From an optimization exercise on the open Yosys and OpenROAD flow, aimed at small area, a short achievable clock period and few clock cycles per item; shortcuts taken in it are not production practice. The RTL of this run was laid out without a check of its function. Power is estimated from default activity; no workload was simulated.

File: run.sh
#!/bin/bash
# synth_recipe.tcl (not shown) runs the flow's synth.tcl, then flattens the netlist and writes it again
# the make line also repeats each setting of config.mk as NAME=value (left out here)
make -C /OpenROAD-flow-scripts/flow DESIGN_CONFIG=/design/flow/config.mk WORK_HOME=/design/flow/orfs CLKGATE_MAP_FILE= SYNTH_SCRIPT=/design/flow/synth_recipe.tcl finish
File: config.mk
export PLATFORM = sky130hd
export DESIGN_NAME = double_talk_detector_unit
export DESIGN_NICKNAME = double_talk_detector_unit
export VERILOG_FILES = /design/flow/design.v
export SDC_FILE = /design/flow/constraint.sdc
export NUM_CORES = 4
export LEC_CHECK = 0
export ABC_CLOCK_PERIOD_IN_PS = 5000
export CAP_MARGIN = 20
export CORE_MARGIN = 2
export CORE_UTILIZATION = 40
export PLACE_DENSITY = 0.6
export SETUP_SLACK_MARGIN = 4
export SLEW_MARGIN = 20
export SYNTH_HIERARCHICAL = 1
File: constraint.sdc
create_clock -name core_clock -period 10.0 [get_ports {clock}]
set_input_delay 2.0000 -clock core_clock [delete_from_list [all_inputs] [get_ports {clock}]]
set_output_delay 2.0000 -clock core_clock [all_outputs]
set_load 0.01 [all_outputs]
File: design.v
`default_nettype none
package dtd_pkg;
   localparam int SAMPLE_W    = 16;
   localparam int SUM_W       = 41;
   localparam int LVL_W       = 32;
   localparam int ALPHA_W     = 16;
   localparam int RATIO_W     = 16;
   localparam int SILENCE_W   = 24;
   localparam int CSR_DATA_W  = 24;
   localparam int CSR_IDX_W   = 2;
   localparam logic [ALPHA_W-1:0]   ALPHA_RESET   = 16'd58982;
   localparam logic [RATIO_W-1:0]   RATIO_RESET   = 16'd128;
   localparam logic [SILENCE_W-1:0] SILENCE_RESET = 24'd11;
endpackage
`default_nettype wire
`default_nettype none
module dtd_fa (
   input  wire logic a,
   input  wire logic b,
   input  wire logic c,
   output logic      s,
   output logic      co
);
   assign s  = a ^ b ^ c;
   assign co = (a & b) | (a & c) | (b & c);
endmodule
module dtd_ha (
   input  wire logic a,
   input  wire logic b,
   output logic      s,
   output logic      co
);
   assign s  = a ^ b;
   assign co = a & b;
endmodule
module dtd_sq_tree (
   input  wire logic [14:0] y,
   input  wire logic        s,
   input  wire logic [40:0] a,
   input  wire logic [9:0]  ci,
   output logic [40:0]      o,
   output logic [9:0]       co
);
   wire pp_0_1 = y[0] & y[1];
   wire pp_0_2 = y[0] & y[2];
   wire pp_0_3 = y[0] & y[3];
   wire pp_0_4 = y[0] & y[4];
   wire pp_0_5 = y[0] & y[5];
   wire pp_0_6 = y[0] & y[6];
   wire pp_0_7 = y[0] & y[7];
   wire pp_0_8 = y[0] & y[8];
   wire pp_0_9 = y[0] & y[9];
   wire pp_0_10 = y[0] & y[10];
   wire pp_0_11 = y[0] & y[11];
   wire pp_0_12 = y[0] & y[12];
   wire pp_0_13 = y[0] & y[13];
   wire pp_0_14 = y[0] & y[14];
   wire pp_1_2 = y[1] & y[2];
   wire pp_1_3 = y[1] & y[3];
   wire pp_1_4 = y[1] & y[4];
   wire pp_1_5 = y[1] & y[5];
   wire pp_1_6 = y[1] & y[6];
   wire pp_1_7 = y[1] & y[7];
   wire pp_1_8 = y[1] & y[8];
   wire pp_1_9 = y[1] & y[9];
   wire pp_1_10 = y[1] & y[10];
   wire pp_1_11 = y[1] & y[11];
   wire pp_1_12 = y[1] & y[12];
   wire pp_1_13 = y[1] & y[13];
   wire pp_1_14 = y[1] & y[14];
   wire pp_2_3 = y[2] & y[3];
   wire pp_2_4 = y[2] & y[4];
   wire pp_2_5 = y[2] & y[5];
   wire pp_2_6 = y[2] & y[6];
   wire pp_2_7 = y[2] & y[7];
   wire pp_2_8 = y[2] & y[8];
   wire pp_2_9 = y[2] & y[9];
   wire pp_2_10 = y[2] & y[10];
   wire pp_2_11 = y[2] & y[11];
   wire pp_2_12 = y[2] & y[12];
   wire pp_2_13 = y[2] & y[13];
   wire pp_2_14 = y[2] & y[14];
   wire pp_3_4 = y[3] & y[4];
   wire pp_3_5 = y[3] & y[5];
   wire pp_3_6 = y[3] & y[6];
   wire pp_3_7 = y[3] & y[7];
   wire pp_3_8 = y[3] & y[8];
   wire pp_3_9 = y[3] & y[9];
   wire pp_3_10 = y[3] & y[10];
   wire pp_3_11 = y[3] & y[11];
   wire pp_3_12 = y[3] & y[12];
   wire pp_3_13 = y[3] & y[13];
   wire pp_3_14 = y[3] & y[14];
   wire pp_4_5 = y[4] & y[5];
   wire pp_4_6 = y[4] & y[6];
   wire pp_4_7 = y[4] & y[7];
   wire pp_4_8 = y[4] & y[8];
   wire pp_4_9 = y[4] & y[9];
   wire pp_4_10 = y[4] & y[10];
   wire pp_4_11 = y[4] & y[11];
   wire pp_4_12 = y[4] & y[12];
   wire pp_4_13 = y[4] & y[13];
   wire pp_4_14 = y[4] & y[14];
   wire pp_5_6 = y[5] & y[6];
   wire pp_5_7 = y[5] & y[7];
   wire pp_5_8 = y[5] & y[8];
   wire pp_5_9 = y[5] & y[9];
   wire pp_5_10 = y[5] & y[10];
   wire pp_5_11 = y[5] & y[11];
   wire pp_5_12 = y[5] & y[12];
   wire pp_5_13 = y[5] & y[13];
   wire pp_5_14 = y[5] & y[14];
   wire pp_6_7 = y[6] & y[7];
   wire pp_6_8 = y[6] & y[8];
   wire pp_6_9 = y[6] & y[9];
   wire pp_6_10 = y[6] & y[10];
   wire pp_6_11 = y[6] & y[11];
   wire pp_6_12 = y[6] & y[12];
   wire pp_6_13 = y[6] & y[13];
   wire pp_6_14 = y[6] & y[14];
   wire pp_7_8 = y[7] & y[8];
   wire pp_7_9 = y[7] & y[9];
   wire pp_7_10 = y[7] & y[10];
   wire pp_7_11 = y[7] & y[11];
   wire pp_7_12 = y[7] & y[12];
   wire pp_7_13 = y[7] & y[13];
   wire pp_7_14 = y[7] & y[14];
   wire pp_8_9 = y[8] & y[9];
   wire pp_8_10 = y[8] & y[10];
   wire pp_8_11 = y[8] & y[11];
   wire pp_8_12 = y[8] & y[12];
   wire pp_8_13 = y[8] & y[13];
   wire pp_8_14 = y[8] & y[14];
   wire pp_9_10 = y[9] & y[10];
   wire pp_9_11 = y[9] & y[11];
   wire pp_9_12 = y[9] & y[12];
   wire pp_9_13 = y[9] & y[13];
   wire pp_9_14 = y[9] & y[14];
   wire pp_10_11 = y[10] & y[11];
   wire pp_10_12 = y[10] & y[12];
   wire pp_10_13 = y[10] & y[13];
   wire pp_10_14 = y[10] & y[14];
   wire pp_11_12 = y[11] & y[12];
   wire pp_11_13 = y[11] & y[13];
   wire pp_11_14 = y[11] & y[14];
   wire pp_12_13 = y[12] & y[13];
   wire pp_12_14 = y[12] & y[14];
   wire pp_13_14 = y[13] & y[14];
   wire cr_0 = s & y[0];
   wire cr_1 = s & y[1];
   wire cr_2 = s & y[2];
   wire cr_3 = s & y[3];
   wire cr_4 = s & y[4];
   wire cr_5 = s & y[5];
   wire cr_6 = s & y[6];
   wire cr_7 = s & y[7];
   wire cr_8 = s & y[8];
   wire cr_9 = s & y[9];
   wire cr_10 = s & y[10];
   wire cr_11 = s & y[11];
   wire cr_12 = s & y[12];
   wire cr_13 = s & y[13];
   wire cr_14 = s & y[14];
   wire n1, n2;
   dtd_ha u_n1 (.a(pp_0_11), .b(pp_1_10), .s(n1), .co(n2));
   wire n3, n4;
   dtd_ha u_n3 (.a(pp_0_13), .b(pp_1_12), .s(n3), .co(n4));
   wire n5, n6;
   dtd_ha u_n5 (.a(pp_0_14), .b(pp_1_13), .s(n5), .co(n6));
   wire n7, n8;
   dtd_fa u_n7 (.a(pp_1_14), .b(pp_2_13), .c(pp_3_12), .s(n7), .co(n8));
   wire n9, n10;
   dtd_fa u_n9 (.a(pp_0_7), .b(pp_1_6), .c(pp_2_5), .s(n9), .co(n10));
   wire n11, n12;
   dtd_ha u_n11 (.a(pp_0_8), .b(pp_1_7), .s(n11), .co(n12));
   wire n13, n14;
   dtd_fa u_n13 (.a(pp_0_9), .b(pp_1_8), .c(pp_2_7), .s(n13), .co(n14));
   wire n15, n16;
   dtd_ha u_n15 (.a(pp_3_6), .b(pp_4_5), .s(n15), .co(n16));
   wire n17, n18;
   dtd_fa u_n17 (.a(pp_0_10), .b(pp_1_9), .c(pp_2_8), .s(n17), .co(n18));
   wire n19, n20;
   dtd_ha u_n19 (.a(pp_3_7), .b(pp_4_6), .s(n19), .co(n20));
   wire n21, n22;
   dtd_fa u_n21 (.a(n1), .b(pp_2_9), .c(pp_3_8), .s(n21), .co(n22));
   wire n23, n24;
   dtd_fa u_n23 (.a(pp_4_7), .b(pp_5_6), .c(y[6]), .s(n23), .co(n24));
   wire n25, n26;
   dtd_ha u_n25 (.a(cr_11), .b(a[12]), .s(n25), .co(n26));
   wire n27, n28;
   dtd_fa u_n27 (.a(n2), .b(pp_0_12), .c(pp_1_11), .s(n27), .co(n28));
   wire n29, n30;
   dtd_fa u_n29 (.a(pp_2_10), .b(pp_3_9), .c(pp_4_8), .s(n29), .co(n30));
   wire n31, n32;
   dtd_fa u_n31 (.a(pp_5_7), .b(cr_12), .c(a[13]), .s(n31), .co(n32));
   wire n33, n34;
   dtd_fa u_n33 (.a(n3), .b(pp_2_11), .c(pp_3_10), .s(n33), .co(n34));
   wire n35, n36;
   dtd_fa u_n35 (.a(pp_4_9), .b(pp_5_8), .c(pp_6_7), .s(n35), .co(n36));
   wire n37, n38;
   dtd_fa u_n37 (.a(y[7]), .b(cr_13), .c(a[14]), .s(n37), .co(n38));
   wire n39, n40;
   dtd_fa u_n39 (.a(n4), .b(n5), .c(pp_2_12), .s(n39), .co(n40));
   wire n41, n42;
   dtd_fa u_n41 (.a(pp_3_11), .b(pp_4_10), .c(pp_5_9), .s(n41), .co(n42));
   wire n43, n44;
   dtd_fa u_n43 (.a(pp_6_8), .b(cr_14), .c(a[15]), .s(n43), .co(n44));
   wire n45, n46;
   dtd_fa u_n45 (.a(n6), .b(n7), .c(pp_4_11), .s(n45), .co(n46));
   wire n47, n48;
   dtd_fa u_n47 (.a(pp_5_10), .b(pp_6_9), .c(pp_7_8), .s(n47), .co(n48));
   wire n49, n50;
   dtd_fa u_n49 (.a(y[8]), .b(a[16]), .c(ci[3]), .s(n49), .co(n50));
   wire n51, n52;
   dtd_fa u_n51 (.a(n8), .b(pp_2_14), .c(pp_3_13), .s(n51), .co(n52));
   wire n53, n54;
   dtd_fa u_n53 (.a(pp_4_12), .b(pp_5_11), .c(pp_6_10), .s(n53), .co(n54));
   wire n55, n56;
   dtd_ha u_n55 (.a(pp_7_9), .b(a[17]), .s(n55), .co(n56));
   wire n57, n58;
   dtd_fa u_n57 (.a(pp_3_14), .b(pp_4_13), .c(pp_5_12), .s(n57), .co(n58));
   wire n59, n60;
   dtd_fa u_n59 (.a(pp_6_11), .b(pp_7_10), .c(pp_8_9), .s(n59), .co(n60));
   wire n61, n62;
   dtd_ha u_n61 (.a(y[9]), .b(a[18]), .s(n61), .co(n62));
   wire n63, n64;
   dtd_fa u_n63 (.a(pp_4_14), .b(pp_5_13), .c(pp_6_12), .s(n63), .co(n64));
   wire n65, n66;
   dtd_ha u_n65 (.a(pp_7_11), .b(pp_8_10), .s(n65), .co(n66));
   wire n67, n68;
   dtd_fa u_n67 (.a(pp_5_14), .b(pp_6_13), .c(pp_7_12), .s(n67), .co(n68));
   wire n69, n70;
   dtd_fa u_n69 (.a(pp_8_11), .b(pp_9_10), .c(y[10]), .s(n69), .co(n70));
   wire n71, n72;
   dtd_ha u_n71 (.a(pp_6_14), .b(pp_7_13), .s(n71), .co(n72));
   wire n73, n74;
   dtd_ha u_n73 (.a(pp_7_14), .b(pp_8_13), .s(n73), .co(n74));
   wire n75, n76;
   dtd_fa u_n75 (.a(pp_0_3), .b(pp_1_2), .c(y[2]), .s(n75), .co(n76));
   wire n77, n78;
   dtd_ha u_n77 (.a(pp_0_4), .b(pp_1_3), .s(n77), .co(n78));
   wire n79, n80;
   dtd_fa u_n79 (.a(pp_0_5), .b(pp_1_4), .c(pp_2_3), .s(n79), .co(n80));
   wire n81, n82;
   dtd_ha u_n81 (.a(y[3]), .b(cr_5), .s(n81), .co(n82));
   wire n83, n84;
   dtd_fa u_n83 (.a(pp_0_6), .b(pp_1_5), .c(pp_2_4), .s(n83), .co(n84));
   wire n85, n86;
   dtd_ha u_n85 (.a(cr_6), .b(a[7]), .s(n85), .co(n86));
   wire n87, n88;
   dtd_fa u_n87 (.a(n9), .b(pp_3_4), .c(y[4]), .s(n87), .co(n88));
   wire n89, n90;
   dtd_fa u_n89 (.a(cr_7), .b(a[8]), .c(ci[1]), .s(n89), .co(n90));
   wire n91, n92;
   dtd_fa u_n91 (.a(n10), .b(n11), .c(pp_2_6), .s(n91), .co(n92));
   wire n93, n94;
   dtd_fa u_n93 (.a(pp_3_5), .b(cr_8), .c(a[9]), .s(n93), .co(n94));
   wire n95, n96;
   dtd_fa u_n95 (.a(n12), .b(n13), .c(n15), .s(n95), .co(n96));
   wire n97, n98;
   dtd_fa u_n97 (.a(y[5]), .b(cr_9), .c(a[10]), .s(n97), .co(n98));
   wire n99, n100;
   dtd_fa u_n99 (.a(n14), .b(n16), .c(n17), .s(n99), .co(n100));
   wire n101, n102;
   dtd_fa u_n101 (.a(n19), .b(cr_10), .c(a[11]), .s(n101), .co(n102));
   wire n103, n104;
   dtd_fa u_n103 (.a(n18), .b(n20), .c(n21), .s(n103), .co(n104));
   wire n105, n106;
   dtd_fa u_n105 (.a(n23), .b(n25), .c(ci[2]), .s(n105), .co(n106));
   wire n107, n108;
   dtd_fa u_n107 (.a(n22), .b(n24), .c(n26), .s(n107), .co(n108));
   wire n109, n110;
   dtd_fa u_n109 (.a(n27), .b(n29), .c(n31), .s(n109), .co(n110));
   wire n111, n112;
   dtd_fa u_n111 (.a(n28), .b(n30), .c(n32), .s(n111), .co(n112));
   wire n113, n114;
   dtd_fa u_n113 (.a(n33), .b(n35), .c(n37), .s(n113), .co(n114));
   wire n115, n116;
   dtd_fa u_n115 (.a(n34), .b(n36), .c(n38), .s(n115), .co(n116));
   wire n117, n118;
   dtd_fa u_n117 (.a(n39), .b(n41), .c(n43), .s(n117), .co(n118));
   wire n119, n120;
   dtd_fa u_n119 (.a(n40), .b(n42), .c(n44), .s(n119), .co(n120));
   wire n121, n122;
   dtd_fa u_n121 (.a(n45), .b(n47), .c(n49), .s(n121), .co(n122));
   wire n123, n124;
   dtd_fa u_n123 (.a(n46), .b(n48), .c(n50), .s(n123), .co(n124));
   wire n125, n126;
   dtd_fa u_n125 (.a(n51), .b(n53), .c(n55), .s(n125), .co(n126));
   wire n127, n128;
   dtd_fa u_n127 (.a(n52), .b(n54), .c(n56), .s(n127), .co(n128));
   wire n129, n130;
   dtd_fa u_n129 (.a(n57), .b(n59), .c(n61), .s(n129), .co(n130));
   wire n131, n132;
   dtd_fa u_n131 (.a(n58), .b(n60), .c(n62), .s(n131), .co(n132));
   wire n133, n134;
   dtd_fa u_n133 (.a(n63), .b(n65), .c(a[19]), .s(n133), .co(n134));
   wire n135, n136;
   dtd_fa u_n135 (.a(n64), .b(n66), .c(n67), .s(n135), .co(n136));
   wire n137, n138;
   dtd_fa u_n137 (.a(n69), .b(a[20]), .c(ci[4]), .s(n137), .co(n138));
   wire n139, n140;
   dtd_fa u_n139 (.a(n68), .b(n70), .c(n71), .s(n139), .co(n140));
   wire n141, n142;
   dtd_fa u_n141 (.a(pp_8_12), .b(pp_9_11), .c(a[21]), .s(n141), .co(n142));
   wire n143, n144;
   dtd_fa u_n143 (.a(n72), .b(n73), .c(pp_9_12), .s(n143), .co(n144));
   wire n145, n146;
   dtd_fa u_n145 (.a(pp_10_11), .b(y[11]), .c(a[22]), .s(n145), .co(n146));
   wire n147, n148;
   dtd_fa u_n147 (.a(n74), .b(pp_8_14), .c(pp_9_13), .s(n147), .co(n148));
   wire n149, n150;
   dtd_ha u_n149 (.a(pp_10_12), .b(a[23]), .s(n149), .co(n150));
   wire n151, n152;
   dtd_fa u_n151 (.a(pp_9_14), .b(pp_10_13), .c(pp_11_12), .s(n151), .co(n152));
   wire n153, n154;
   dtd_fa u_n153 (.a(y[12]), .b(a[24]), .c(ci[5]), .s(n153), .co(n154));
   wire n155, n156;
   dtd_ha u_n155 (.a(pp_10_14), .b(pp_11_13), .s(n155), .co(n156));
   wire n157, n158;
   dtd_ha u_n157 (.a(pp_11_14), .b(pp_12_13), .s(n157), .co(n158));
   wire n159, n160;
   dtd_ha u_n159 (.a(pp_0_1), .b(y[1]), .s(n159), .co(n160));
   wire n161, n162;
   dtd_ha u_n161 (.a(pp_0_2), .b(cr_2), .s(n161), .co(n162));
   wire n163, n164;
   dtd_fa u_n163 (.a(n75), .b(cr_3), .c(a[4]), .s(n163), .co(n164));
   wire n165, n166;
   dtd_fa u_n165 (.a(n76), .b(n77), .c(cr_4), .s(n165), .co(n166));
   wire n167, n168;
   dtd_fa u_n167 (.a(n78), .b(n79), .c(n81), .s(n167), .co(n168));
   wire n169, n170;
   dtd_fa u_n169 (.a(n80), .b(n82), .c(n83), .s(n169), .co(n170));
   wire n171, n172;
   dtd_fa u_n171 (.a(n84), .b(n86), .c(n87), .s(n171), .co(n172));
   wire n173, n174;
   dtd_fa u_n173 (.a(n88), .b(n90), .c(n91), .s(n173), .co(n174));
   wire n175, n176;
   dtd_fa u_n175 (.a(n92), .b(n94), .c(n95), .s(n175), .co(n176));
   wire n177, n178;
   dtd_fa u_n177 (.a(n96), .b(n98), .c(n99), .s(n177), .co(n178));
   wire n179, n180;
   dtd_fa u_n179 (.a(n100), .b(n102), .c(n103), .s(n179), .co(n180));
   wire n181, n182;
   dtd_fa u_n181 (.a(n104), .b(n106), .c(n107), .s(n181), .co(n182));
   wire n183, n184;
   dtd_fa u_n183 (.a(n108), .b(n110), .c(n111), .s(n183), .co(n184));
   wire n185, n186;
   dtd_fa u_n185 (.a(n112), .b(n114), .c(n115), .s(n185), .co(n186));
   wire n187, n188;
   dtd_fa u_n187 (.a(n116), .b(n118), .c(n119), .s(n187), .co(n188));
   wire n189, n190;
   dtd_fa u_n189 (.a(n120), .b(n122), .c(n123), .s(n189), .co(n190));
   wire n191, n192;
   dtd_fa u_n191 (.a(n124), .b(n126), .c(n127), .s(n191), .co(n192));
   wire n193, n194;
   dtd_fa u_n193 (.a(n128), .b(n130), .c(n131), .s(n193), .co(n194));
   wire n195, n196;
   dtd_fa u_n195 (.a(n132), .b(n134), .c(n135), .s(n195), .co(n196));
   wire n197, n198;
   dtd_fa u_n197 (.a(n136), .b(n138), .c(n139), .s(n197), .co(n198));
   wire n199, n200;
   dtd_fa u_n199 (.a(n140), .b(n142), .c(n143), .s(n199), .co(n200));
   wire n201, n202;
   dtd_fa u_n201 (.a(n144), .b(n146), .c(n147), .s(n201), .co(n202));
   wire n203, n204;
   dtd_fa u_n203 (.a(n148), .b(n150), .c(n151), .s(n203), .co(n204));
   wire n205, n206;
   dtd_fa u_n205 (.a(n152), .b(n154), .c(n155), .s(n205), .co(n206));
   wire n207, n208;
   dtd_fa u_n207 (.a(n156), .b(n157), .c(y[13]), .s(n207), .co(n208));
   wire n209, n210;
   dtd_ha u_n209 (.a(n158), .b(pp_12_14), .s(n209), .co(n210));
   wire n211, n212;
   dtd_fa u_n211 (.a(pp_13_14), .b(y[14]), .c(a[28]), .s(n211), .co(n212));
   wire n213, n214;
   dtd_ha u_n213 (.a(y[0]), .b(s), .s(n213), .co(n214));
   wire n215, n216;
   dtd_ha u_n215 (.a(cr_0), .b(a[1]), .s(n215), .co(n216));
   wire n217, n218;
   dtd_fa u_n217 (.a(n159), .b(cr_1), .c(a[2]), .s(n217), .co(n218));
   wire n219, n220;
   dtd_fa u_n219 (.a(n160), .b(n161), .c(a[3]), .s(n219), .co(n220));
   wire n221, n222;
   dtd_fa u_n221 (.a(n162), .b(n163), .c(ci[0]), .s(n221), .co(n222));
   wire n223, n224;
   dtd_fa u_n223 (.a(n164), .b(n165), .c(a[5]), .s(n223), .co(n224));
   wire n225, n226;
   dtd_fa u_n225 (.a(n166), .b(n167), .c(a[6]), .s(n225), .co(n226));
   wire n227, n228;
   dtd_fa u_n227 (.a(n168), .b(n169), .c(n85), .s(n227), .co(n228));
   wire n229, n230;
   dtd_fa u_n229 (.a(n170), .b(n171), .c(n89), .s(n229), .co(n230));
   wire n231, n232;
   dtd_fa u_n231 (.a(n172), .b(n173), .c(n93), .s(n231), .co(n232));
   wire n233, n234;
   dtd_fa u_n233 (.a(n174), .b(n175), .c(n97), .s(n233), .co(n234));
   wire n235, n236;
   dtd_fa u_n235 (.a(n176), .b(n177), .c(n101), .s(n235), .co(n236));
   wire n237, n238;
   dtd_fa u_n237 (.a(n178), .b(n179), .c(n105), .s(n237), .co(n238));
   wire n239, n240;
   dtd_fa u_n239 (.a(n180), .b(n181), .c(n109), .s(n239), .co(n240));
   wire n241, n242;
   dtd_fa u_n241 (.a(n182), .b(n183), .c(n113), .s(n241), .co(n242));
   wire n243, n244;
   dtd_fa u_n243 (.a(n184), .b(n185), .c(n117), .s(n243), .co(n244));
   wire n245, n246;
   dtd_fa u_n245 (.a(n186), .b(n187), .c(n121), .s(n245), .co(n246));
   wire n247, n248;
   dtd_fa u_n247 (.a(n188), .b(n189), .c(n125), .s(n247), .co(n248));
   wire n249, n250;
   dtd_fa u_n249 (.a(n190), .b(n191), .c(n129), .s(n249), .co(n250));
   wire n251, n252;
   dtd_fa u_n251 (.a(n192), .b(n193), .c(n133), .s(n251), .co(n252));
   wire n253, n254;
   dtd_fa u_n253 (.a(n194), .b(n195), .c(n137), .s(n253), .co(n254));
   wire n255, n256;
   dtd_fa u_n255 (.a(n196), .b(n197), .c(n141), .s(n255), .co(n256));
   wire n257, n258;
   dtd_fa u_n257 (.a(n198), .b(n199), .c(n145), .s(n257), .co(n258));
   wire n259, n260;
   dtd_fa u_n259 (.a(n200), .b(n201), .c(n149), .s(n259), .co(n260));
   wire n261, n262;
   dtd_fa u_n261 (.a(n202), .b(n203), .c(n153), .s(n261), .co(n262));
   wire n263, n264;
   dtd_fa u_n263 (.a(n204), .b(n205), .c(a[25]), .s(n263), .co(n264));
   wire n265, n266;
   dtd_fa u_n265 (.a(n206), .b(n207), .c(a[26]), .s(n265), .co(n266));
   wire n267, n268;
   dtd_fa u_n267 (.a(n208), .b(n209), .c(a[27]), .s(n267), .co(n268));
   wire n269, n270;
   dtd_fa u_n269 (.a(n210), .b(n211), .c(ci[6]), .s(n269), .co(n270));
   wire n271, n272;
   dtd_ha u_n271 (.a(n212), .b(a[29]), .s(n271), .co(n272));
   wire n273, n274;
   dtd_ha u_n273 (.a(n213), .b(a[0]), .s(n273), .co(n274));
   wire n275, n276;
   dtd_fa u_n275 (.a(n214), .b(n215), .c(n274), .s(n275), .co(n276));
   wire n277, n278;
   dtd_fa u_n277 (.a(n216), .b(n217), .c(n276), .s(n277), .co(n278));
   wire n279, n280;
   dtd_fa u_n279 (.a(n218), .b(n219), .c(n278), .s(n279), .co(n280));
   wire n281, n282;
   dtd_ha u_n281 (.a(n220), .b(n221), .s(n281), .co(n282));
   wire n283, n284;
   dtd_fa u_n283 (.a(n222), .b(n223), .c(n282), .s(n283), .co(n284));
   wire n285, n286;
   dtd_fa u_n285 (.a(n224), .b(n225), .c(n284), .s(n285), .co(n286));
   wire n287, n288;
   dtd_fa u_n287 (.a(n226), .b(n227), .c(n286), .s(n287), .co(n288));
   wire n289, n290;
   dtd_ha u_n289 (.a(n228), .b(n229), .s(n289), .co(n290));
   wire n291, n292;
   dtd_fa u_n291 (.a(n230), .b(n231), .c(n290), .s(n291), .co(n292));
   wire n293, n294;
   dtd_fa u_n293 (.a(n232), .b(n233), .c(n292), .s(n293), .co(n294));
   wire n295, n296;
   dtd_fa u_n295 (.a(n234), .b(n235), .c(n294), .s(n295), .co(n296));
   wire n297, n298;
   dtd_ha u_n297 (.a(n236), .b(n237), .s(n297), .co(n298));
   wire n299, n300;
   dtd_fa u_n299 (.a(n238), .b(n239), .c(n298), .s(n299), .co(n300));
   wire n301, n302;
   dtd_fa u_n301 (.a(n240), .b(n241), .c(n300), .s(n301), .co(n302));
   wire n303, n304;
   dtd_fa u_n303 (.a(n242), .b(n243), .c(n302), .s(n303), .co(n304));
   wire n305, n306;
   dtd_ha u_n305 (.a(n244), .b(n245), .s(n305), .co(n306));
   wire n307, n308;
   dtd_fa u_n307 (.a(n246), .b(n247), .c(n306), .s(n307), .co(n308));
   wire n309, n310;
   dtd_fa u_n309 (.a(n248), .b(n249), .c(n308), .s(n309), .co(n310));
   wire n311, n312;
   dtd_fa u_n311 (.a(n250), .b(n251), .c(n310), .s(n311), .co(n312));
   wire n313, n314;
   dtd_ha u_n313 (.a(n252), .b(n253), .s(n313), .co(n314));
   wire n315, n316;
   dtd_fa u_n315 (.a(n254), .b(n255), .c(n314), .s(n315), .co(n316));
   wire n317, n318;
   dtd_fa u_n317 (.a(n256), .b(n257), .c(n316), .s(n317), .co(n318));
   wire n319, n320;
   dtd_fa u_n319 (.a(n258), .b(n259), .c(n318), .s(n319), .co(n320));
   wire n321, n322;
   dtd_ha u_n321 (.a(n260), .b(n261), .s(n321), .co(n322));
   wire n323, n324;
   dtd_fa u_n323 (.a(n262), .b(n263), .c(n322), .s(n323), .co(n324));
   wire n325, n326;
   dtd_fa u_n325 (.a(n264), .b(n265), .c(n324), .s(n325), .co(n326));
   wire n327, n328;
   dtd_fa u_n327 (.a(n266), .b(n267), .c(n326), .s(n327), .co(n328));
   wire n329, n330;
   dtd_ha u_n329 (.a(n268), .b(n269), .s(n329), .co(n330));
   wire n331, n332;
   dtd_fa u_n331 (.a(n270), .b(n271), .c(n330), .s(n331), .co(n332));
   wire n333, n334;
   dtd_fa u_n333 (.a(n272), .b(a[30]), .c(n332), .s(n333), .co(n334));
   wire n335, n336;
   dtd_ha u_n335 (.a(a[31]), .b(n334), .s(n335), .co(n336));
   wire n337, n338;
   dtd_ha u_n337 (.a(a[32]), .b(ci[7]), .s(n337), .co(n338));
   wire n339, n340;
   dtd_ha u_n339 (.a(a[33]), .b(n338), .s(n339), .co(n340));
   wire n341, n342;
   dtd_ha u_n341 (.a(a[34]), .b(n340), .s(n341), .co(n342));
   wire n343, n344;
   dtd_ha u_n343 (.a(a[35]), .b(n342), .s(n343), .co(n344));
   wire n345, n346;
   dtd_ha u_n345 (.a(a[36]), .b(ci[8]), .s(n345), .co(n346));
   wire n347, n348;
   dtd_ha u_n347 (.a(a[37]), .b(n346), .s(n347), .co(n348));
   wire n349, n350;
   dtd_ha u_n349 (.a(a[38]), .b(n348), .s(n349), .co(n350));
   wire n351, n352;
   dtd_ha u_n351 (.a(a[39]), .b(n350), .s(n351), .co(n352));
   wire n353, n354;
   dtd_ha u_n353 (.a(a[40]), .b(ci[9]), .s(n353), .co(n354));
   assign o = {n353, n351, n349, n347, n345, n343, n341, n339, n337, n335, n333, n331, n329, n327, n325, n323, n321, n319, n317, n315, n313, n311, n309, n307, n305, n303, n301, n299, n297, n295, n293, n291, n289, n287, n285, n283, n281, n279, n277, n275, n273};
   assign co = {n352, n344, n336, n328, n320, n312, n304, n296, n288, n280};
endmodule
module dtd_resolve (
   input  wire logic [40:0] a,
   input  wire logic [9:0]  c,
   output logic [40:0]      r
);
   logic [10:0] cin;
   assign cin[0] = 1'b0;
   assign cin[1] = c[0] | (cin[0] & (&a[3:0]));
   assign cin[2] = c[1] | (cin[1] & (&a[7:4]));
   assign cin[3] = c[2] | (cin[2] & (&a[11:8]));
   assign cin[4] = c[3] | (cin[3] & (&a[15:12]));
   assign cin[5] = c[4] | (cin[4] & (&a[19:16]));
   assign cin[6] = c[5] | (cin[5] & (&a[23:20]));
   assign cin[7] = c[6] | (cin[6] & (&a[27:24]));
   assign cin[8] = c[7] | (cin[7] & (&a[31:28]));
   assign cin[9] = c[8] | (cin[8] & (&a[35:32]));
   assign cin[10] = c[9] | (cin[9] & (&a[39:36]));
   assign r[3:0] = a[3:0];
   assign r[7:4] = a[7:4] + 4'(cin[1]);
   assign r[11:8] = a[11:8] + 4'(cin[2]);
   assign r[15:12] = a[15:12] + 4'(cin[3]);
   assign r[19:16] = a[19:16] + 4'(cin[4]);
   assign r[23:20] = a[23:20] + 4'(cin[5]);
   assign r[27:24] = a[27:24] + 4'(cin[6]);
   assign r[31:28] = a[31:28] + 4'(cin[7]);
   assign r[35:32] = a[35:32] + 4'(cin[8]);
   assign r[39:36] = a[39:36] + 4'(cin[9]);
   assign r[40:40] = a[40:40] + 1'(cin[10]);
endmodule
`default_nettype wire
`default_nettype none
module dtd_div2 (
   input  wire logic [10:0] rem,
   input  wire logic [1:0]  nxt,
   input  wire logic [10:0] d,
   output logic [10:0]      rem_o,
   output logic [1:0]       q_o
);
   logic [11:0] t1, t2;
   logic [12:0] d1, d2;
   logic [10:0] r1;
   assign t1    = {rem, nxt[1]};
   assign d1    = {1'b0, t1} - {2'b0, d};
   assign q_o[1] = !d1[12];
   assign r1    = q_o[1] ? d1[10:0] : t1[10:0];
   assign t2    = {r1, nxt[0]};
   assign d2    = {1'b0, t2} - {2'b0, d};
   assign q_o[0] = !d2[12];
   assign rem_o = q_o[0] ? d2[10:0] : t2[10:0];
endmodule
`default_nettype wire
`default_nettype none
module double_talk_detector_unit (
   input  wire logic         clock,
   input  wire logic         reset,
   input  wire logic         req_valid,
   output logic              req_ready,
   input  wire logic [15:0]  req_far_sample,
   input  wire logic [15:0]  req_mic_sample,
   input  wire logic         req_frame_end,
   output logic              rsp_valid,
   input  wire logic         rsp_ready,
   output logic [1:0]        rsp_talk_state,
   output logic              rsp_adapt_hold,
   input  wire logic         csr_write_enable,
   input  wire logic [1:0]   csr_index,
   input  wire logic [23:0]  csr_write_data
);
   localparam logic [1:0] A_IDLE = 2'd0;
   localparam logic [1:0] A_DIV  = 2'd1;
   localparam logic [1:0] A_DONE = 2'd2;
   localparam logic [2:0] B_IDLE = 3'd0;
   localparam logic [2:0] B_FAR  = 3'd1;
   localparam logic [2:0] B_MIC  = 3'd2;
   localparam logic [2:0] B_RAT  = 3'd3;
   localparam logic [2:0] B_OUT  = 3'd4;
   logic [15:0] alpha_ff;
   logic [15:0] ratio_ff;
   logic [23:0] silence_ff;
   logic        ready_ff;
   logic        in_v_ff, in_last_ff;
   logic [15:0] in_far_ff, in_mic_ff;
   logic [9:0]  cnt_ff, dcnt_ff;
   logic        full_ff;
   logic        zap_ff;
   logic [40:0] fsum_ff, msum_ff;
   logic [9:0]  fcb_ff, mcb_ff;
   logic [1:0]  a_st_ff;
   logic [3:0]  a_cnt_ff;
   logic [10:0] div_ff;
   logic [10:0] frem_ff, mrem_ff;
   logic [29:0] fq_ff, mq_ff;
   logic [2:0]  b_ph_ff;
   logic [3:0]  b_j_ff;
   logic [32:0] acc_ff;
   logic [30:0] flvl_ff, mlvl_ff;
   logic        out_valid_ff;
   logic [1:0]  talk_ff;
   always_ff @(posedge clock) begin
      if (reset) begin
         alpha_ff   <= dtd_pkg::ALPHA_RESET;
         ratio_ff   <= dtd_pkg::RATIO_RESET;
         silence_ff <= dtd_pkg::SILENCE_RESET;
      end else if (csr_write_enable) begin
         case (csr_index)
            2'd0:    alpha_ff   <= csr_write_data[15:0];
            2'd1:    ratio_ff   <= csr_write_data[15:0];
            2'd2:    silence_ff <= csr_write_data;
            default: ;
         endcase
      end
   end
   logic        accept, keep_in, load;
   logic [9:0]  cnt_in;
   logic [40:0] fsum_in, msum_in, fsum_o, msum_o, fres, mres;
   logic [9:0]  fcb_in, mcb_in, fcb_o, mcb_o;
   logic        full_in;
   assign accept  = req_valid && ready_ff;
   assign cnt_in  = (in_v_ff && in_last_ff) ? 10'd0 : cnt_ff + {9'd0, in_v_ff};
   assign keep_in = accept && (req_frame_end || !(&cnt_in));
   assign fsum_in = (load || zap_ff) ? 41'd0 : fsum_ff;
   assign msum_in = (load || zap_ff) ? 41'd0 : msum_ff;
   assign fcb_in  = (load || zap_ff) ? 10'd0 : fcb_ff;
   assign mcb_in  = (load || zap_ff) ? 10'd0 : mcb_ff;
   dtd_sq_tree u_ftree (
      .y  (in_far_ff[14:0] ^ {15{in_far_ff[15]}}),
      .s  (in_far_ff[15]),
      .a  (fsum_in),
      .ci (fcb_in),
      .o  (fsum_o),
      .co (fcb_o)
   );
   dtd_sq_tree u_mtree (
      .y  (in_mic_ff[14:0] ^ {15{in_mic_ff[15]}}),
      .s  (in_mic_ff[15]),
      .a  (msum_in),
      .ci (mcb_in),
      .o  (msum_o),
      .co (mcb_o)
   );
   dtd_resolve u_fres (.a(fsum_ff), .c(fcb_ff), .r(fres));
   dtd_resolve u_mres (.a(msum_ff), .c(mcb_ff), .r(mres));
   assign full_in = (full_ff && !load) || (in_v_ff && in_last_ff);
   always_ff @(posedge clock) begin
      in_far_ff  <= keep_in ? req_far_sample : 16'd0;
      in_mic_ff  <= keep_in ? req_mic_sample : 16'd0;
      in_last_ff <= req_frame_end;
      fsum_ff    <= fsum_o;
      msum_ff    <= msum_o;
      fcb_ff     <= fcb_o;
      mcb_ff     <= mcb_o;
      if (in_v_ff && in_last_ff) begin
         dcnt_ff <= cnt_ff;
      end
      if (reset) begin
         in_v_ff <= 1'b0;
         cnt_ff  <= '0;
         full_ff <= 1'b0;
         zap_ff  <= 1'b1;
      end else begin
         in_v_ff <= keep_in;
         full_ff <= full_in;
         zap_ff  <= 1'b0;
         cnt_ff  <= cnt_in;
      end
   end
   logic [1:0]  a_st_in;
   logic [10:0] frem_o, mrem_o;
   logic [1:0]  fq_o, mq_o;
   logic        b_fin;
   assign load = full_ff && (a_st_ff == A_IDLE);
   dtd_div2 u_fdiv (
      .rem   (frem_ff),
      .nxt   (fq_ff[29:28]),
      .d     (div_ff),
      .rem_o (frem_o),
      .q_o   (fq_o)
   );
   dtd_div2 u_mdiv (
      .rem   (mrem_ff),
      .nxt   (mq_ff[29:28]),
      .d     (div_ff),
      .rem_o (mrem_o),
      .q_o   (mq_o)
   );
   always_comb begin
      a_st_in = a_st_ff;
      case (a_st_ff)
         A_IDLE:  if (full_ff) a_st_in = A_DIV;
         A_DIV:   if (a_cnt_ff == 4'd14) a_st_in = A_DONE;
         A_DONE:  if (b_fin) a_st_in = A_IDLE;
         default: a_st_in = A_IDLE;
      endcase
   end
   always_ff @(posedge clock) begin
      if (load) begin
         frem_ff  <= fres[40:30];
         fq_ff    <= fres[29:0];
         mrem_ff  <= mres[40:30];
         mq_ff    <= mres[29:0];
         div_ff   <= {1'b0, dcnt_ff} + 11'd2;
         a_cnt_ff <= '0;
      end else if (a_st_ff == A_DIV) begin
         frem_ff  <= frem_o;
         fq_ff    <= {fq_ff[27:0], fq_o};
         mrem_ff  <= mrem_o;
         mq_ff    <= {mq_ff[27:0], mq_o};
         a_cnt_ff <= a_cnt_ff + 4'd1;
      end
      if (reset) begin
         a_st_ff <= A_IDLE;
      end else begin
         a_st_ff <= a_st_in;
      end
   end
   logic        rat, ch_mic;
   logic        st_df, st_f, st_init, st_sub, st_m;
   logic [3:0]  bidx;
   logic [15:0] mval;
   logic [2:0]  trip;
   logic        b_one, b_two, b_neg, use_q, x_acc, x_lvl;
   logic [30:0] cur_lvl;
   logic [29:0] cur_q;
   logic [33:0] xop, ysel, yop, sum;
   logic [2:0]  b_ph_in;
   logic [3:0]  b_j_in;
   logic        out_free;
   logic        far_on, mic_on, hit;
   logic [1:0]  talk_new;
   assign rat     = (b_ph_ff == B_RAT);
   assign st_df   = (b_ph_ff == B_FAR || b_ph_ff == B_MIC) && (b_j_ff == 4'd0);
   assign st_f    = (b_ph_ff == B_FAR || b_ph_ff == B_MIC) && (b_j_ff == 4'd10);
   assign st_init = rat && (b_j_ff == 4'd0);
   assign st_sub  = rat && (b_j_ff == 4'd5);
   assign st_m    = (b_ph_ff == B_FAR || b_ph_ff == B_MIC || rat) &&
                    !st_df && !st_f && !st_init && !st_sub;
   assign bidx    = (rat && b_j_ff > 4'd5) ? b_j_ff - 4'd2 : b_j_ff - 4'd1;
   assign ch_mic  = (b_ph_ff == B_MIC) || st_sub;
   assign cur_lvl = ch_mic ? mlvl_ff : flvl_ff;
   assign cur_q   = ch_mic ? mq_ff : fq_ff;
   assign mval    = rat ? ratio_ff : alpha_ff;
   always_comb begin
      case (bidx)
         4'd0:    trip = {mval[1],  mval[0],  1'b0};
         4'd1:    trip = mval[3:1];
         4'd2:    trip = mval[5:3];
         4'd3:    trip = mval[7:5];
         4'd4:    trip = mval[9:7];
         4'd5:    trip = mval[11:9];
         4'd6:    trip = mval[13:11];
         4'd7:    trip = mval[15:13];
         default: trip = {2'b00, mval[15]};
      endcase
      b_one = 1'b0;
      b_two = 1'b0;
      b_neg = 1'b0;
      use_q = 1'b0;
      x_acc = 1'b1;
      x_lvl = 1'b0;
      if (st_m) begin
         case (trip)
            3'b001, 3'b010: b_one = 1'b1;
            3'b011:         b_two = 1'b1;
            3'b100:         begin b_two = 1'b1; b_neg = 1'b1; end
            3'b101, 3'b110: begin b_one = 1'b1; b_neg = 1'b1; end
            default: ;
         endcase
         x_acc = !(!rat && bidx == 4'd0);
      end else if (st_df) begin
         use_q = 1'b1;
         b_neg = 1'b1;
         x_acc = 1'b0;
         x_lvl = 1'b1;
      end else if (st_f) begin
         use_q = 1'b1;
      end else if (st_sub) begin
         b_one = 1'b1;
         b_neg = 1'b1;
      end
   end
   assign xop  = x_acc ? {acc_ff[32], acc_ff} :
                 x_lvl ? {{3{cur_lvl[30]}}, cur_lvl} : 34'd0;
   assign ysel = b_one ? {{3{cur_lvl[30]}}, cur_lvl} :
                 b_two ? {{2{cur_lvl[30]}}, cur_lvl, 1'b0} :
                 use_q ? {4'd0, cur_q} : 34'd0;
   assign yop  = ysel ^ {34{b_neg}};
   assign sum  = xop + yop + {33'd0, b_neg};
   assign b_fin    = (b_ph_ff == B_MIC) && (b_j_ff == 4'd10);
   assign out_free = !out_valid_ff || rsp_ready;
   assign far_on   = (flvl_ff[29:0] > {6'd0, silence_ff});
   assign mic_on   = (mlvl_ff[29:0] > {6'd0, silence_ff});
   assign hit      = acc_ff[32];
   assign talk_new = (far_on && mic_on && hit) ? 2'd3 :
                     far_on ? 2'd1 :
                     mic_on ? 2'd2 : 2'd0;
   always_comb begin
      b_ph_in = b_ph_ff;
      b_j_in  = b_j_ff + 4'd1;
      case (b_ph_ff)
         B_IDLE: begin
            b_j_in = '0;
            if (a_st_ff == A_DONE) b_ph_in = B_FAR;
         end
         B_FAR, B_MIC, B_RAT: begin
            if (b_j_ff == 4'd10) begin
               b_j_in  = '0;
               b_ph_in = (b_ph_ff == B_FAR) ? B_MIC :
                         (b_ph_ff == B_MIC) ? B_RAT : B_OUT;
            end
         end
         B_OUT: begin
            b_j_in = '0;
            if (out_free) b_ph_in = B_IDLE;
         end
         default: begin
            b_j_in  = '0;
            b_ph_in = B_IDLE;
         end
      endcase
   end
   always_ff @(posedge clock) begin
      if (st_init) begin
         acc_ff <= {17'd0, ratio_ff};
      end else if (st_m && bidx != 4'd8) begin
         acc_ff <= {sum[33], sum[33:2]};
      end else if (st_m || st_sub) begin
         acc_ff <= sum[32:0];
      end
      if (reset) begin
         flvl_ff <= '0;
         mlvl_ff <= '0;
      end else if (st_df || st_f) begin
         if (ch_mic) mlvl_ff <= sum[30:0];
         else        flvl_ff <= sum[30:0];
      end
      if (reset) begin
         b_ph_ff      <= B_IDLE;
         b_j_ff       <= '0;
         out_valid_ff <= 1'b0;
      end else begin
         b_ph_ff <= b_ph_in;
         b_j_ff  <= b_j_in;
         if (b_ph_ff == B_OUT && out_free) begin
            out_valid_ff <= 1'b1;
            talk_ff      <= talk_new;
         end else if (rsp_ready) begin
            out_valid_ff <= 1'b0;
         end
      end
   end
   assign rsp_valid      = out_valid_ff;
   assign rsp_talk_state = talk_ff;
   assign rsp_adapt_hold = talk_ff[1];
   logic full1, idle1, full2, idle2;
   assign full1 = full_in;
   assign idle1 = (a_st_in == A_IDLE);
   assign full2 = (full1 && !idle1) || (keep_in && req_frame_end);
   assign idle2 = (idle1 && !full1) ||
                  (b_ph_in == B_MIC && b_j_in == 4'd10);
   always_ff @(posedge clock) begin
      if (reset) begin
         ready_ff <= 1'b1;
      end else begin
         ready_ff <= !(full2 && !idle2);
      end
   end
   assign req_ready = ready_ff;
endmodule
`default_nettype wire
==> summary.txt <==
final cells by class:
type	count	area, µm²	area share
Inverter	98	372.9	0.009931
Sequential cell	419	9610	0.2560
Clock buffer	64	1375	0.03662
Tap cell	1134	1419	0.03779
Multi-Input combinational cell	2643	22980	0.6120
Clock inverter	31	282.8	0.007532
Timing Repair Buffer	166	1509	0.04019
metal layers:
layer | part of all wire | track usage | vias to the layer above | wire length (µm)
li1 | - | - | 11580 | -
met1 | 0.48 | 0.2884 | 11870 | 41480
met2 | 0.45 | 0.3151 | 567 | 38500
met3 | 0.046 | 0.02278 | 114 | 3921
met4 | 0.023 | 0.05040 | 2 | 1969
met5 | 0.00015 | 0 | - | 13
worst paths after layout:
kind / from / to
max: b_j_ff[0]$_SDFF_PP0_ / mlvl_ff[30]$_SDFFE_PP0P_
min: cnt_ff[0]$_SDFF_PP0_ / dcnt_ff[0]$_DFFE_PP_
max reg2reg: b_j_ff[0]$_SDFF_PP0_ / mlvl_ff[30]$_SDFFE_PP0P_
min reg2reg: cnt_ff[0]$_SDFF_PP0_ / dcnt_ff[0]$_DFFE_PP_
modules after synthesis, one instance, submodules excluded:
module	flip-flops and latches	cell area (µm²)
dtd_resolve	0	716.9
double_talk_detector_unit	419	20710
dtd_div2	0	1354
dtd_fa	0	20.02
dtd_sq_tree	0	1280
dtd_ha	0	12.51
logic make-up (layout without fill, tap and decap cells):
group	count (synthesis)	in the layout	share of synthesized area
flip-flops	419	419	0.2834
buffers and inverters	379	359	0.06136
adder cells (fa/ha/maj)	537	537	0.2593
AO/OA/AOI/OAI	603	603	0.1162
AND/OR/NAND/NOR	1141	1141	0.1735
XOR/XNOR	176	176	0.04573
multiplexers	186	186	0.06047
cells in the final DEF (no fill, tap or decap), drive strengths merged, types with 60 or more instances in the layout:
cell           Yosys  routed
a21oi            209     209
and2             388     388
buf              179      99
clkbuf           102      64
clkdlybuf4s50      0      67
dfxtp            298     298
edfxtp           121     121
fa               275     275
ha               261     261
inv               97     100
mux2             101     101
mux2i             85      85
nand2            363     363
nand3             60      60
nor2             143     143
o21ai            149     149
xnor2             66      66
xor2             110     110
power breakdown:
part	switching [mW]	internal (mW)	total, mW
Clock	0.805	1.04	1.84
Sequential	0.198	2.03	2.22
Combinational	1.23	1.11	2.34
cell usage after synthesis, drive strengths merged, types with 19 or more instances:
library cell	instances	area, µm²
a21o	49	370.4
a21oi	209	1069
and2	388	2435
buf	179	1328
clkbuf	102	382.9
dfxtp	298	5966
edfxtp	121	3633
fa	275	5505
ha	261	3266
inv	97	364.1
mux2	101	1197
mux2i	85	850.8
nand2	363	1363
nand3	60	300.3
nand3b	25	187.7
nand4	29	193.9
nor2	143	536.8
nor2b	19	118.9
nor3	36	190.2
o21ai	149	768.3
o22ai	35	225.2
xnor2	66	578.1
xor2	110	970.9
sequential cells by signal (all words and copies together), names as in the netlist, 3 cells and up:
register and flops:
b_j_ff 4, cnt_ff 10, silence_ff 24, mlvl_ff 31
dcnt_ff 10, flvl_ff 31, mq_ff 30, acc_ff 33
fcb_ff 10, mrem_ff 11, b_ph_ff 3, frem_ff 11
div_ff 11, ratio_ff 16, msum_ff 41, in_mic_ff 16
fsum_ff 41, mcb_ff 10, fq_ff 30, a_cnt_ff 4
in_far_ff 16, alpha_ff 16
per-stage QoR:
stage / worst slack [ps] / util / instances
3_5_place_dp: 2268 / 0.4158 / 4414
5_1_grt: 3532 / 0.4486 / 4555
2_1_floorplan: 4004 / - / 3441
4_1_cts: 3997 / 0.4418 / 4539
6_report: 3849 / 0.4486 / 4555
3_3_place_gp: 2350 / 0.4158 / 4414
timing repair:
action | 4_1_cts | 5_1_grt
setup endpoints to repair | 91 | 65
pin swaps | 23 | 52
resized for setup | 67 | 101
cloned | 1 | 0
buffers inserted | 29 | 15
==> impl_results.md <==
* Outcome: finished clean
* Final antenna-violating net count at 0
* Die area at 87020 µm²
* Sequential-to-total area share from yosys stat at 0.2834
* Final net count at 3979
* CP arrival at 6630 ps
* Initial DRT Pass Iterations at 5
* Core area at 83690 µm²
* Worst path depth at 30
* Maximum VDD drop at 0.1362 mV
* R2R depth at 30
* Max Slew Vio Count at 0
* Vias per cell at 5.297
* CP Max Fanout at 6
* Chip height at 295.0 µm
* Min Tclk post-route at 6151 ps
* Post-Synthesis Cells at 3441
* TritonCTS Buffers at 51
* # rows at 106
* Slew HR at 0.3054
* LEAKAGE at 15.71 nW
* Worst Hold Class: reg2reg
* Global route overflow at 0
* CTS tree: yes
* # H-tree levels at 2
* Post-CTS Hold Fix Bufs at 0
* Setup violators final at 0
* Number of I/O port buffers at 68
* CTS root buffer: clkbuf_16
* Max_cap viols at 0
* Final HPWL DP at 63.04 mm
* CP dominant cell by count: buf_4
* Vias in the first global route at 24140
* Worst setup SP type: flip-flop
* Fmax at 0.1626 GHz
* Buf+Inv Stages, Crit Path at 5
* DR vias at 24130
* Layout cell share with drive strength beyond 1 at 0.1342
* CP max-delay cell: or3b_4
* Cell Area, Synth at 33870 µm²
* Post-synth EDFFs at 121
* Pwr per Cell Area at 170.6 nW/µm²
* Post-route cell area at 37540 µm²
* Final period utilization at 0.6151
* Sink Count at 419
* Net Count, Synth at 4041
* Ys flop type: dfxtp_1
* Final hold slack at 448.9 ps
* Largest net degree at the start of global routing at 68
* Worst Path Required at 10480 ps
* Gpl congestion at 0.8842
* Yosys warning count at 7
* R2R setup slack at 3850 ps
* Setup_tns at 0 ps
* Placed Instance Area at 34800 µm²
* CP top delay family: compound AO/OA/AOI/OAI gates
* Unrepaired setup endpoints after global routing: yes
* Initial Util at 0.4047
* GRT Overall Usage at 0.1989
* Initial antenna violation count at 2
* Antenna diodes at 0
* Ports at 69
* First-pass GRT wire length at 137.4 mm
* Slew of the pin with the lowest slew margin at 1040 ps
* DR iter-0 viols at 1473
* CTS max path bufs at 3
* Fill cell count at 7949
* Layout Skew at 44.01 ps
* Worst path max stage delay at 410 ps
* WS Path Type: reg2reg
* Die Width at 295.0 µm
* DR WL/cell at 18.85 µm
* CP Capture Type: flip-flop
* Synthesized flop and latch total at 419
* Final WL at 85.88 mm
* Hold depth at 0
* Area Overhead vs Synth at 10.85%
* Worst-skew pair later-pin latency at 620 ps
* DRC viols at 0
* Synth cell types at 97
* Final Hold Fails at 0
* Async S/R FF share, synth at 0
* Tot Pwr at 6.406 mW
* Clock transition at path regs at 60 ps
* Avg Inst Size Synth at 9.843 µm²

## port drivers added, routing unchanged
The flow's constraints put no driver on any port. The routed layout listed below was extracted and timed again, unchanged, in two steps.
Step 1, drivers: a clkbuf_16 drives clock and a buf_2 each remaining input, both assumed.
Step 2, shift: input delay + t, output delay - t, t = (earliest + latest rising clock arrival at the registers) / 2. This alone moves slack from input paths to output paths.
a / b / c = ideal / step 1 / step 2; a / b = the first two.
t (ns): 0.667
setup WS [ns]: 3.849 / 3.849 / 3.849
cell pins on the clock port's net: 1
After both steps setup and hold are still met in this run. For this run, drivers alone change the setup slack by 0.000 ns; drivers and shift together by 0.000 ns.
